From an optimization exercise on the open Yosys and OpenROAD flow, aimed at small area and a short achievable clock period; shortcuts taken in it are not production practice.
The RTL was checked by simulation tests, not by an equivalence proof against the original design.
No activity file was given, so power comes from the tool's default toggle rates.

== run 1 ==
==> flow/design.v <==
module icache_assoc_prefetch #(
    parameter int NUM_SETS       = 16,
    parameter int NUM_WAYS       = 2,
    parameter int PREFETCH_DEPTH = 4,
    parameter int NUM_MSHR       = 4
) (
    input  logic        clock,
    input  logic        reset,
    input  logic        squash,
    input  logic [3:0]  Imem2proc_response,
    input  logic [63:0] Imem2proc_data,
    input  logic [3:0]  Imem2proc_tag,
    input  logic [31:0] proc2Icache_addr,
    input  logic        early_branch_valid,
    input  logic [12:0] early_branch_target,
    output logic [1:0]  proc2Imem_command,
    output logic [31:0] proc2Imem_addr,
    output logic [63:0] Icache_data_out,
    output logic        Icache_valid_out
);
    logic [15:0]  st_x, st_y;
    logic [8:0]   tag0_q [16];
    logic [8:0]   tag1_q [16];
    logic [63:0]  data0_q [16];
    logic [63:0]  data1_q [16];
    logic [3:0]   mv_q;
    logic [12:0]  mba_q  [4];
    logic [3:0]   mtag_q [4];
    logic [12:0]  last_ba_q;
    logic [12:0]  ba;
    logic [3:0]   idx;
    logic [8:0]   tg;
    logic [15:0]  v0, v1;
    logic [15:0]  dec;
    assign ba  = proc2Icache_addr[15:3];
    assign idx = ba[3:0];
    assign tg  = ba[12:4];
    assign v1  = st_x;
    assign v0  = st_x | st_y;
    always_comb
        for (int s = 0; s < 16; s++) dec[s] = (idx == 4'(s));
    logic [8:0]  rt0, rt1;
    logic        rv0, rv1;
    logic [63:0] rd0, rd1;
    logic        hw0, hw1, dem_hit;
    always_comb begin
        rt0 = '0; rt1 = '0; rv0 = 1'b0; rv1 = 1'b0; rd0 = '0; rd1 = '0;
        for (int s = 0; s < 16; s++) begin
            rt0 = rt0 | ({9{dec[s]}} & tag0_q[s]);
            rt1 = rt1 | ({9{dec[s]}} & tag1_q[s]);
            rv0 = rv0 | (dec[s] & v0[s]);
            rv1 = rv1 | (dec[s] & v1[s]);
            rd0 = rd0 | ({64{dec[s]}} & data0_q[s]);
            rd1 = rd1 | ({64{dec[s]}} & data1_q[s]);
        end
    end
    assign hw0     = rv0 && (rt0 == tg);
    assign hw1     = rv1 && (rt1 == tg);
    assign dem_hit = hw0 | hw1;
    logic        ebv;
    logic [8:0]  pt, pt1;
    logic [15:0] hp;
    logic [2:0]  hp1;
    logic [15:0] dci [4];
    logic [3:0]  pres, inm;
    assign ebv = early_branch_valid;
    assign pt  = ebv ? early_branch_target[12:4] : tg;
    assign pt1 = ebv ? early_branch_target[12:4] + 9'd1 : tg + 9'd1;
    always_comb begin
        for (int s = 0; s < 16; s++)
            hp[s]  = (v0[s] && tag0_q[s] == pt)  || (v1[s] && tag1_q[s] == pt);
        for (int s = 0; s < 3; s++)
            hp1[s] = (v0[s] && tag0_q[s] == pt1) || (v1[s] && tag1_q[s] == pt1);
    end
    logic [15:0] edec;
    logic [3:0]  eidx;
    assign eidx = early_branch_target[3:0];
    always_comb begin
        for (int s = 0; s < 16; s++) edec[s] = (eidx == 4'(s));
        for (int k = 1; k < 4; k++)
            for (int s = 0; s < 16; s++)
                dci[k][s] = ebv ? edec[(s - k + 17) % 16] : dec[(s - k + 16) % 16];
        dci[0] = dec;
    end
    always_comb begin
        pres = '0;
        for (int k = 1; k < 4; k++)
            for (int s = 0; s < 16; s++)
                if (s < 3) begin
                    if (dci[k][s] && (( ebv && s < k - 1) || (!ebv && s < k)) && hp1[s]) pres[k] = 1'b1;
                    if (dci[k][s] && !(( ebv && s < k - 1) || (!ebv && s < k)) && hp[s]) pres[k] = 1'b1;
                end else begin
                    if (dci[k][s] && hp[s]) pres[k] = 1'b1;
                end
    end
    always_comb begin
        inm = '0;
        for (int m = 0; m < 4; m++) begin
            if (mv_q[m] && mba_q[m] == ba) inm[0] = 1'b1;
            for (int k = 1; k < 4; k++)
                if (mv_q[m] &&
                    (ebv ? mba_q[m][3:0] - 4'(k - 1) : mba_q[m][3:0] - 4'(k)) == (ebv ? eidx : idx) &&
                    mba_q[m][12:4] == (((ebv && mba_q[m][3:0] < 4'(k - 1)) ||
                                        (!ebv && mba_q[m][3:0] < 4'(k))) ? pt1 : pt))
                    inm[k] = 1'b1;
        end
    end
    logic [3:0]  cov;
    logic [12:0] c1, c2, c3;
    assign cov[0] = dem_hit | inm[0];
    assign cov[1] = pres[1] | inm[1];
    assign cov[2] = pres[2] | inm[2];
    assign cov[3] = pres[3] | inm[3];
    assign c1 = ebv ? early_branch_target           : ba + 13'd1;
    assign c2 = ebv ? early_branch_target + 13'd1   : ba + 13'd2;
    assign c3 = ebv ? early_branch_target + 13'd2   : ba + 13'd3;
    logic [12:0] sel_ba;
    always_comb begin
        if (!cov[0])      sel_ba = ba;
        else if (!cov[1]) sel_ba = c1;
        else if (!cov[2]) sel_ba = c2;
        else              sel_ba = c3;
    end
    logic       free_found;
    logic [3:0] free_oh;
    assign free_found = ~&mv_q;
    assign free_oh[0] = ~mv_q[0];
    assign free_oh[1] = mv_q[0] & ~mv_q[1];
    assign free_oh[2] = &mv_q[1:0] & ~mv_q[2];
    assign free_oh[3] = &mv_q[2:0] & ~mv_q[3];
    logic issue, alloc;
    assign issue = ~&cov && free_found && (ba == last_ba_q);
    assign alloc = issue && (Imem2proc_response != 4'd0);
    assign proc2Imem_command = {1'b0, issue};
    assign proc2Imem_addr    = {16'b0, sel_ba, 3'b0};
    assign Icache_valid_out  = dem_hit;
    assign Icache_data_out   = {hw0 ? rd0[63:32] : rd1[63:32], hw1 ? rd1[31:0] : rd0[31:0]};
    logic [3:0]  fh;
    logic [15:0] fset;
    logic [8:0]  fill_tag;
    always_comb begin
        fset = '0;
        fill_tag = '0;
        for (int m = 0; m < 4; m++) begin
            fh[m] = mv_q[m] && (mtag_q[m] == Imem2proc_tag);
            fill_tag = fill_tag | ({9{fh[m]}} & mba_q[m][12:4]);
            for (int s = 0; s < 16; s++)
                if (fh[m] && mba_q[m][3:0] == 4'(s)) fset[s] = 1'b1;
        end
    end
    logic [15:0] we0, we1;
    assign we1 = fset & st_y;
    assign we0 = fset & ~st_y;
    always_ff @(posedge clock or posedge reset) begin
        if (reset) begin
            st_x      <= '0;
            st_y      <= '0;
            mv_q      <= '0;
            last_ba_q <= '1;
        end else begin
            last_ba_q <= squash ? 13'h1fff : ba;
            for (int s = 0; s < 16; s++) begin
                if (fset[s]) begin
                    st_x[s] <= st_x[s] | st_y[s];
                    st_y[s] <= ~st_y[s];
                end else if (dec[s] && dem_hit) begin
                    st_y[s] <= ~hw1;
                end
            end
            for (int m = 0; m < 4; m++)
                mv_q[m] <= (mv_q[m] & ~fh[m]) | (alloc & free_oh[m]);
        end
    end
    always_ff @(posedge clock) begin
        for (int m = 0; m < 4; m++)
            if (alloc && free_oh[m]) begin
                mba_q[m]  <= sel_ba;
                mtag_q[m] <= Imem2proc_response;
            end
        for (int s = 0; s < 16; s++) begin
            if (we0[s]) begin
                tag0_q[s]  <= fill_tag;
                data0_q[s] <= Imem2proc_data;
            end
            if (we1[s]) begin
                tag1_q[s]  <= fill_tag;
                data1_q[s] <= Imem2proc_data;
            end
        end
    end
endmodule
==> flow/config.mk <==
export PLATFORM = sky130hd
export DESIGN_NAME = icache_assoc_prefetch
export DESIGN_NICKNAME = icache_assoc_prefetch
export VERILOG_FILES = /design/flow/design.v
export SDC_FILE = /design/flow/constraint.sdc
export NUM_CORES = 4
export LEC_CHECK = 0
export CAP_MARGIN = 30
export CORE_MARGIN = 2
export CORE_UTILIZATION = 60
export CTS_BUF_LIST = sky130_fd_sc_hd__clkbuf_8
export CTS_CLUSTER_DIAMETER = 60
export CTS_CLUSTER_SIZE = 16
export SETUP_SLACK_MARGIN = 5
export SLEW_MARGIN = 40
==> flow/constraint.sdc <==
create_clock -name core_clock -period 12.5 [get_ports {clock}]
set_input_delay 2.5000 -clock core_clock [delete_from_list [all_inputs] [get_ports {clock}]]
set_output_delay 2.5000 -clock core_clock [all_outputs]
set_load 0.01 [all_outputs]
run.sh (not shown) runs the stock make flow with config.mk's settings and CLKGATE_MAP_FILE= SYNTH_SCRIPT=/design/flow/synth_recipe.tcl, a recipe that flattens the netlist after the stock synthesis.
Modified inputs, run 2 compared to run 1
# run 1
export LEC_CHECK = 0
export CAP_MARGIN = 30
export CORE_MARGIN = 2
export CORE_UTILIZATION = 60
export CTS_BUF_LIST = sky130_fd_sc_hd__clkbuf_8
export CTS_CLUSTER_DIAMETER = 60
export CTS_CLUSTER_SIZE = 16
export SETUP_SLACK_MARGIN = 5
export SLEW_MARGIN = 40
create_clock -name core_clock -period 12.5 [get_ports {clock}]
# run 2
export LEC_CHECK = 0
export CAP_MARGIN = 20
export CORE_MARGIN = 2
export CORE_UTILIZATION = 65
export CTS_BUF_LIST = sky130_fd_sc_hd__clkbuf_8
export CTS_CLUSTER_DIAMETER = 60
export CTS_CLUSTER_SIZE = 16
export SETUP_SLACK_MARGIN = 5
export SLEW_MARGIN = 20
create_clock -name core_clock -period 12.5 [get_ports {clock}]
### Flow results
Run 2 finished all stages; layout check result: FAIL, due to slew limit.
For run 2, the capturing element of the worst setup path was proc2Imem_addr[12], unlike run 1, where it was proc2Imem_addr[9].
Run 1 → run 2: leakage component of the power shows a reduction of 1.4%; weighted congestion at the end of routability-driven global placement shows an increase of 0.96%; number of vias in the routed layout shows a reduction of 381; met3 wirelength from detailed routing shows an increase of 12%.
Run 2 against run 1: combinational group share of total power comparable, part of the total power dissipated in the clock network about even.
Run 1 has a lower peak supply drop than run 2.
Comparing run 2 and run 1, final design area excluding fillers is lower on run 2.
Input changes introduced in run 3 (baseline for comparison: run 2):
# run 2
export LEC_CHECK = 0
export CAP_MARGIN = 20
export CORE_MARGIN = 2
export CORE_UTILIZATION = 65
export CTS_BUF_LIST = sky130_fd_sc_hd__clkbuf_8
export CTS_CLUSTER_DIAMETER = 60
export CTS_CLUSTER_SIZE = 16
export SETUP_SLACK_MARGIN = 5
export SLEW_MARGIN = 20
create_clock -name core_clock -period 12.5 [get_ports {clock}]
# run 3
export LEC_CHECK = 0
export CAP_MARGIN = 30
export CORE_MARGIN = 2
export CORE_UTILIZATION = 65
export CTS_BUF_LIST = sky130_fd_sc_hd__clkbuf_8
export CTS_CLUSTER_DIAMETER = 60
export CTS_CLUSTER_SIZE = 16
export PLACE_DENSITY = 0.7
export SETUP_SLACK_MARGIN = 5
export SLEW_MARGIN = 40
create_clock -name core_clock -period 12.5 [get_ports {clock}]
### Flow results
- Measured against run 3, the pin count of the biggest net entering global routing of run 2 comes out at 1.19 times the reference value.
- Going from run 2 to run 3, register-to-register setup slack went up by 290 ps; power density normalized to cell area went up by 0.53%; detailed route wirelength on metal2 went up by 1.2%.
- Run 3 vs. run 2: sequential share of layout area now sits at about the same level; summed area of non-filler cells in the final layout shows no meaningful change; fraction of met3 tracks used by global routing dropped 1.3 points; post-detailed-placement cell area increased by 0.75% relative to the old numbers; sum of internal, switching and leakage power moved up.
- Complete run, failing final checks: run 2, reason slew limit.
- Run 3 | stages: all done | timing, DRC, antenna: all pass
- Slew at the pin closest to its max-slew limit for run 3 is lower than for run 2.
- The leakage power total of run 3 and that of run 2 are within noise of each other.

## afterwards: timing with drivers on the ports
The flow's constraints put no driver on any port. The routed layouts listed below were extracted and timed again, unchanged, in two steps.
Step 1 (the two cells are an assumption about what drives the block):
set clk [get_ports {clock}]
set_driving_cell -lib_cell sky130_fd_sc_hd__clkbuf_16 $clk
set_driving_cell -lib_cell sky130_fd_sc_hd__buf_2 [delete_from_list [all_inputs] $clk]
Step 2 also shifts input and output timing later by t, the mid clock arrival at the registers, as if the neighbouring blocks saw the same clock.
a / b / c = ideal / step 1 / step 2; a / b = the first two.
run	shift t [ns]	setup WS [ns]	worst setup path after step 2	worst register clock-pin slew, ns	worst slew at a driven data input, ns
run 1	1.067	3.424 / 3.098 / 3.098	input to output	0.11 / 0.11	0.37
run 2	1.048	3.595 / 3.304 / 3.304	input to output	0.11 / 0.11	0.36
run 3	1.059	3.535 / 3.192 / 3.192	input to output	0.11 / 0.11	0.39
The setup slack of run 3, which loses most, moves by -0.343 ns with the drivers and by -0.343 ns with both steps.
